Source: an optimization exercise on an open RTL-to-GDS flow (aim: a short achievable clock period and few clock cycles). Production flows keep margins and buffers that such runs may drop.
In this exercise RTL edits were held to simulation tests only and were not proved equivalent to the original.

File: run.sh
#!/bin/bash
# synth_recipe.tcl (not shown) runs the flow's synth.tcl, then flattens the netlist and writes it again
# the make line also repeats each setting of config.mk as NAME=value (left out here)
make -C /OpenROAD-flow-scripts/flow DESIGN_CONFIG=/design/flow/config.mk WORK_HOME=/design/flow/orfs CLKGATE_MAP_FILE= SYNTH_SCRIPT=/design/flow/synth_recipe.tcl finish
File: config.mk
export PLATFORM = sky130hd
export DESIGN_NAME = reconstrutor_caminho
export DESIGN_NICKNAME = reconstrutor_caminho
export VERILOG_FILES = /design/flow/design.v
export SDC_FILE = /design/flow/constraint.sdc
export NUM_CORES = 4
export LEC_CHECK = 0
export CAP_MARGIN = 20
export CORE_MARGIN = 2
export CORE_UTILIZATION = 40
export SLEW_MARGIN = 20
File: design.v
package reconstrutor_caminho_pkg;
  localparam int unsigned ADDR_WIDTH_PADRAO = 8;
  localparam int unsigned GRADE_LADO        = 8;
  localparam int unsigned MAX_PASSOS_PADRAO = GRADE_LADO * GRADE_LADO;
  function automatic integer largura_passos(input integer max_passos);
    largura_passos = $clog2(max_passos + 1);
  endfunction
endpackage
module pilha_caminho #(
  parameter int unsigned LARGURA      = 8,
  parameter int unsigned PROFUNDIDADE = 64
) (
  input  logic                                  clk,
  input  logic                                  rst,
  input  logic                                  i_push,
  input  logic                                  i_pop,
  input  logic                                  i_flush,
  input  logic [LARGURA-1:0]                    i_dado,
  output logic [LARGURA-1:0]                    o_topo,
  output logic [$clog2(PROFUNDIDADE+1)-1:0]     o_contagem
);
  localparam int unsigned CONT_W = $clog2(PROFUNDIDADE + 1);
  localparam int unsigned IDX_W  = (PROFUNDIDADE > 1) ? $clog2(PROFUNDIDADE) : 1;
  logic [LARGURA-1:0] r_mem [PROFUNDIDADE];
  logic [CONT_W-1:0]  r_contagem;
  logic [IDX_W-1:0]   w_idx_livre;
  logic [IDX_W-1:0]   w_idx_topo;
  logic               w_cheia;
  logic               w_vazia;
  assign w_cheia     = (r_contagem == CONT_W'(PROFUNDIDADE));
  assign w_vazia     = (r_contagem == '0);
  assign w_idx_livre = IDX_W'(r_contagem);
  assign w_idx_topo  = IDX_W'(r_contagem - CONT_W'(1));
  always_ff @(posedge clk) begin
    if (rst || i_flush) begin
      r_contagem <= '0;
    end else if (i_push && !w_cheia) begin
      r_contagem <= r_contagem + CONT_W'(1);
    end else if (i_pop && !w_vazia) begin
      r_contagem <= r_contagem - CONT_W'(1);
    end
  end
  always_ff @(posedge clk) begin
    if (i_push && !w_cheia && !i_flush) begin
      r_mem[w_idx_livre] <= i_dado;
    end
  end
  assign o_topo     = w_vazia ? '0 : r_mem[w_idx_topo];
  assign o_contagem = r_contagem;
endmodule
module reconstrutor_caminho
#(
  parameter int unsigned ADDR_WIDTH   = reconstrutor_caminho_pkg::ADDR_WIDTH_PADRAO,
  parameter int unsigned MAX_PASSOS   = reconstrutor_caminho_pkg::MAX_PASSOS_PADRAO,
  parameter int unsigned PASSOS_WIDTH = reconstrutor_caminho_pkg::largura_passos(MAX_PASSOS)
) (
  input  logic                    clk,
  input  logic                    rst,
  input  logic                    anterior_wr_en_in,
  input  logic [ADDR_WIDTH-1:0]   anterior_wr_addr_in,
  input  logic [ADDR_WIDTH-1:0]   anterior_wr_data_in,
  input  logic                    iniciar_in,
  input  logic [ADDR_WIDTH-1:0]   fonte_in,
  input  logic [ADDR_WIDTH-1:0]   destino_in,
  input  logic                    ordem_direta_in,
  output logic [ADDR_WIDTH-1:0]   caminho_data_out,
  output logic                    caminho_valid_out,
  input  logic                    caminho_ready_in,
  output logic                    caminho_ultimo_out,
  output logic                    ocupado_out,
  output logic                    pronto_out,
  output logic                    erro_out,
  output logic [PASSOS_WIDTH-1:0] comprimento_out
);
  localparam int unsigned CONT_W = $clog2(MAX_PASSOS + 1);
  localparam logic [2:0] OCIOSO     = 3'd0;
  localparam logic [2:0] LER        = 3'd1;
  localparam logic [2:0] ESPERA     = 3'd2;
  localparam logic [2:0] EMITIR_REV = 3'd3;
  localparam logic [2:0] EMPILHAR   = 3'd4;
  localparam logic [2:0] EMITIR_DIR = 3'd5;
  localparam logic [2:0] FIM        = 3'd6;
  localparam logic [2:0] ERRO       = 3'd7;
  logic [2:0]              r_estado;
  logic [ADDR_WIDTH-1:0]   r_fonte;
  logic [ADDR_WIDTH-1:0]   r_atual;
  logic [ADDR_WIDTH-1:0]   r_pred;
  logic                    r_direta;
  logic [PASSOS_WIDTH-1:0] r_passos;
  logic                    r_erro;
  logic [PASSOS_WIDTH-1:0] r_comprimento;
  logic [ADDR_WIDTH-1:0]   r_tabela [2**ADDR_WIDTH];
  logic [ADDR_WIDTH-1:0]   r_ram_q;
  logic                    w_na_fonte;
  logic                    w_falha;
  logic                    w_push;
  logic                    w_pop;
  logic                    w_flush;
  logic [ADDR_WIDTH-1:0]   w_pilha_topo;
  logic [CONT_W-1:0]       w_pilha_contagem;
  logic                    w_ultimo_dir;
  assign w_na_fonte   = (r_atual == r_fonte);
  assign w_falha      = !w_na_fonte &&
                        ((r_ram_q == r_atual) || (r_passos == PASSOS_WIDTH'(MAX_PASSOS)));
  assign w_push       = (r_estado == EMPILHAR);
  assign w_pop        = (r_estado == EMITIR_DIR) && caminho_ready_in;
  assign w_flush      = (r_estado == ERRO);
  assign w_ultimo_dir = (w_pilha_contagem == CONT_W'(1));
  always_ff @(posedge clk) begin
    if ((r_estado == OCIOSO) && anterior_wr_en_in) begin
      r_tabela[anterior_wr_addr_in] <= anterior_wr_data_in;
    end
    r_ram_q <= r_tabela[r_atual];
  end
  always_ff @(posedge clk) begin
    if (rst) begin
      r_estado      <= OCIOSO;
      r_fonte       <= '0;
      r_atual       <= '0;
      r_pred        <= '0;
      r_direta      <= 1'b0;
      r_passos      <= '0;
      r_erro        <= 1'b0;
      r_comprimento <= '0;
    end else begin
      case (r_estado)
        OCIOSO: begin
          if (iniciar_in) begin
            r_fonte  <= fonte_in;
            r_atual  <= destino_in;
            r_direta <= ordem_direta_in;
            r_passos <= '0;
            r_erro   <= 1'b0;
            r_estado <= LER;
          end
        end
        LER: r_estado <= ESPERA;
        ESPERA: begin
          r_pred <= r_ram_q;
          if (w_falha) begin
            r_erro   <= 1'b1;
            r_estado <= ERRO;
          end else begin
            r_estado <= r_direta ? EMPILHAR : EMITIR_REV;
          end
        end
        EMITIR_REV: begin
          if (caminho_ready_in) begin
            r_passos <= r_passos + PASSOS_WIDTH'(1);
            if (w_na_fonte) begin
              r_estado <= FIM;
            end else begin
              r_atual  <= r_pred;
              r_estado <= LER;
            end
          end
        end
        EMPILHAR: begin
          r_passos <= r_passos + PASSOS_WIDTH'(1);
          if (w_na_fonte) begin
            r_estado <= EMITIR_DIR;
          end else begin
            r_atual  <= r_pred;
            r_estado <= LER;
          end
        end
        EMITIR_DIR: begin
          if (caminho_ready_in && w_ultimo_dir) begin
            r_estado <= FIM;
          end
        end
        FIM: begin
          r_comprimento <= r_passos;
          r_estado      <= OCIOSO;
        end
        ERRO: begin
          r_erro   <= 1'b1;
          r_estado <= OCIOSO;
        end
        default: r_estado <= OCIOSO;
      endcase
    end
  end
  pilha_caminho #(
    .LARGURA      (ADDR_WIDTH),
    .PROFUNDIDADE (MAX_PASSOS + 1)
  ) u_pilha (
    .clk        (clk),
    .rst        (rst),
    .i_push     (w_push),
    .i_pop      (w_pop),
    .i_flush    (w_flush),
    .i_dado     (r_atual),
    .o_topo     (w_pilha_topo),
    .o_contagem (w_pilha_contagem)
  );
  always_comb begin
    caminho_valid_out  = 1'b0;
    caminho_data_out   = '0;
    caminho_ultimo_out = 1'b0;
    if (r_estado == EMITIR_REV) begin
      caminho_valid_out  = 1'b1;
      caminho_data_out   = r_atual;
      caminho_ultimo_out = w_na_fonte;
    end else if (r_estado == EMITIR_DIR) begin
      caminho_valid_out  = 1'b1;
      caminho_data_out   = w_pilha_topo;
      caminho_ultimo_out = w_ultimo_dir;
    end
  end
  assign ocupado_out     = (r_estado != OCIOSO);
  assign pronto_out      = (r_estado == FIM);
  assign erro_out        = r_erro;
  assign comprimento_out = r_comprimento;
endmodule
File: constraint.sdc
create_clock -name core_clock -period 6.0 [get_ports {clk}]
set_input_delay 1.2000 -clock core_clock [delete_from_list [all_inputs] [get_ports {clk}]]
set_output_delay 1.2000 -clock core_clock [all_outputs]
set_load 0.01 [all_outputs]
==> run notes <==
[synth_stat cells, drive strengths merged (19+ instances only)]
master / count / area, um^2
edfxtp: 2568 / 77100
mux4: 544 / 12300
nor2: 391 / 1470
mux2i: 217 / 2170
nand2: 176 / 661
buf: 153 / 1010
clkbuf: 147 / 552
a21oi: 143 / 716
a22oi: 118 / 886
o21ai: 60 / 304
dfxtp: 58 / 1160
nand3: 52 / 260
o22ai: 49 / 307
nor3: 38 / 190
a22o: 36 / 315
o221ai: 35 / 307
a221oi: 28 / 245
mux2: 24 / 270
nor4: 24 / 165
a211oi: 23 / 173
nor2b: 23 / 144
xor2: 20 / 175
a31oi: 19 / 119
[worst min-delay path: stages, from the launching register on]
cell     delay (ns)
dfxtp_1        0.32
nand2_1        0.07
a21oi_1        0.05
[metal layers]
layer  share of wire, %  up-vias  routed length [um]  global-route usage [%]
li1                   -    21642                   -                       -
met1                 42    27431              108000                    27.7
met2                 47     2184              121000                    30.6
met3                7.3      434               18600                    3.25
met4                2.7        0                6860                    5.49
met5                  0        -                   0                       0
[repair_timing]
item / 4_1_cts / 5_1_grt
buffers inserted: 5 / 0
setup endpoints to repair: 4 / 6
resized for setup: 2 / 7
[sequential cells by signal, summed over array words and instances, names as in the netlist]
signal	flops
r_estado	3
r_fonte	8
r_pred	8
r_erro	1
r_direta	1
u_pilha.r_contagem	7
r_ram_q	8
r_tabela	2048
r_comprimento	7
r_atual	8
u_pilha.r_mem	520
r_passos	7
[final timing paths]
path / start / to / slack, ns
max: u_pilha.r_contagem[0]$_SDFFE_PP0P_ / caminho_data_out[2] / 0.11
min: r_ram_q[7]$_DFF_P_ / r_pred[7]$_SDFFE_PP0P_ / 0.44
max reg2reg: r_atual[0]$_SDFFE_PP0P_ / r_ram_q[5]$_DFF_P_ / 1.57
min reg2reg: r_ram_q[7]$_DFF_P_ / r_pred[7]$_SDFFE_PP0P_ / 0.44
[logic make-up (layout without fill, tap and decap cells)]
kind of cell	Yosys count	in the layout	synth area share (%)
AOI/OAI and AO/OA	606	606	4.08
buffers and inverters	314	721	1.58
muxes	785	785	14.3
other	0	4	0
xor gates and xnor gates	29	29	0.248
adders and majority gates	5	5	0.0611
and+or+nand+nor	768	768	3.26
DFF	2626	2626	76.4
[layout make-up]
type                       instances  area share (%)
inverter                          14          0.0452
clock buffer                     362            6.60
sequential                      2626            67.4
multi-input combinational       2193            19.5
clock inverter                   127            1.02
tap                             3366            3.62
timing repair buffer             218            1.82
antenna                            4         0.00861
[power by group]
group,switching (mW),internal [mW]
registers,0.483,20.8
clock network,6.92,9.95
logic,7.01,4.60
total,14.4,35.3
==> flow_summary.json <==
{
  "max-vdd-ir-drop_v": 0.000356,
  "dr.pass1.iters": 6,
  "synth_edf_count": 2568,
  "endpoint_kind": "output port",
  "total_power_mw": 49.7,
  "cts_tree": "yes",
  "nets": 5385,
  "gp_congestion": 0.888,
  "wl_per_cell_um": 28.5,
  "fp.dieH_um": 510,
  "path_buf_inv": 3,
  "synth_seq_cells": 2626,
  "die_w_um": 510,
  "crit_type": "register to output port",
  "worstRegToRegCells": 7,
  "grt_start_max_net_pins": 141,
  "cp_slowest_stage_delay_ns": 0.69,
  "finalMaxSlewViolations": 0,
  "ys_warn_count": 2,
  "maxCapViolCount": 0,
  "cellPowerDensity_nw_per_um2": 428,
  "drive_above_1_share_pct": 20.7,
  "tightest_slew_ns": 1.19,
  "setup_viol": 0,
  "cts.sinks": 2626,
  "min_period_over_period_pct": 98.2,
  "cp_top_family": "compound AO/OA/AOI/OAI gates",
  "rows": 185,
  "async_reset_ff_share_pct": 0,
  "grt_overflow_total": 0,
  "seqCellArea_um2": 78300,
  "clock_latency_ns": 0.98,
  "drc": 0,
  "fmax_mhz": 170,
  "synth_nets": 5176,
  "fin_cells": 8910,
  "max_slew_margin_pct": 20.2,
  "yosysUniqueCellTypes": 73,
  "final_common_cell": "edfxtp_1",
  "timing.setup.tns_ns": 0,
  "drtAntennaViolNets": 0,
  "hold_depth": 2,
  "synth-main-ff-cell": "edfxtp_1",
  "io_pins": 58,
  "grt_pass1_vias": 51797,
  "worst_slack_ns": 0.107,
  "final_util_pct": 45.7,
  "path_cells": "inv_1, ha_4, buf_4, mux4_2, nand3_1, a21oi_1, a2111oi_1, a31oi_1, a21o_1, clkdlybuf4s50_1",
  "finalHoldViolCount": 0,
  "path_max_fanout": 19,
  "status": "no timing/DRC/antenna violations",
  "p_leak_nw": 35.3,
  "min_path_type": "register to register",
  "htreeDepth": 5,
  "grt_pass1_wl_um": 368000,
  "whs_ns": 0.445,
  "antenna_found_initial": 11,
  "final_cell_area_um2": 116000,
  "initial_core_util_pct": 40.3,
  "path_clk_slew_ns": 0.06,
  "track_usage_pct": 19.3,
  "ys_seq_area_share_pct": 76.4,
  "drtIter0Drc": 6099,
  "cts_hold_buf": 0,
  "numPortBuffers": 57,
  "cts_buffers": 289,
  "rsz0062_at_grt": "false",
  "cp.required_ns": 4.80,
  "nFillCells": 21133,
  "cts_root_buf": "clkbuf_16",
  "final_cell_mix": "edfxtp_1 (2568), mux4_2 (544), nor2_1 (388)",
  "period_minus_slack_ns": 5.89,
  "syn_area_per_cell_um2": 20.0,
  "slowest_stage": "a2111oi_1",
  "placed_cell_area_um2": 107000,
  "multi_input_area_um2": 22600,
  "cts_buffer_depth": 4,
  "coreArea_um2": 254000,
  "routed_wirelength_um": 254000,
  "arrival_ns": 4.69,
  "viasPerCell": 5.80,
  "dp_hpwl_um": 153000,
  "critPathLaunchType": "register",
  "syn2layout_area_growth_pct": 13.5,
  "vias": 51691,
  "post-place-ws_ns": 0.989,
  "syn_area_um2": 102000,
  "cp.depth": 10,
  "die_area_um2": 260000,
  "finClkSkew_ns": 0.110,
  "dpl.cell_count": 8412,
  "netlist_instances": 5133
}
Testbench counts, summed over its fixed seeds: cycles 108,355.

separate check: timing with driven ports:
No port has a modelled driver above. Below, the same layout with a new extraction and two added sets of constraints.
Step 1 sets driving cells, clkbuf_16 on the clock port and buf_2 on the other inputs (assumed; they add their load-dependent delay and slew).
Step 2 times the ports against the registers' clock, not the clock port: input delays grow and output delays shrink by t, the midpoint of the rising clock arrivals with the driver on.
Slacks: ideal / step 1 / step 2; pairs: ideal / step 1.
shift t [ns]: 1.012
setup WS [ns]: 0.107 / 0.019 / 1.031
hold slack, ns: 0.445 / 0.445 / 0.445
latest minus earliest clock arrival (ns): 0.112 / 0.112
worst register clock-pin slew, ns: 0.07 / 0.07
After both steps this run still meets setup and hold. For this run, drivers alone change the setup slack by -0.088 ns; drivers and shift together by +0.924 ns.
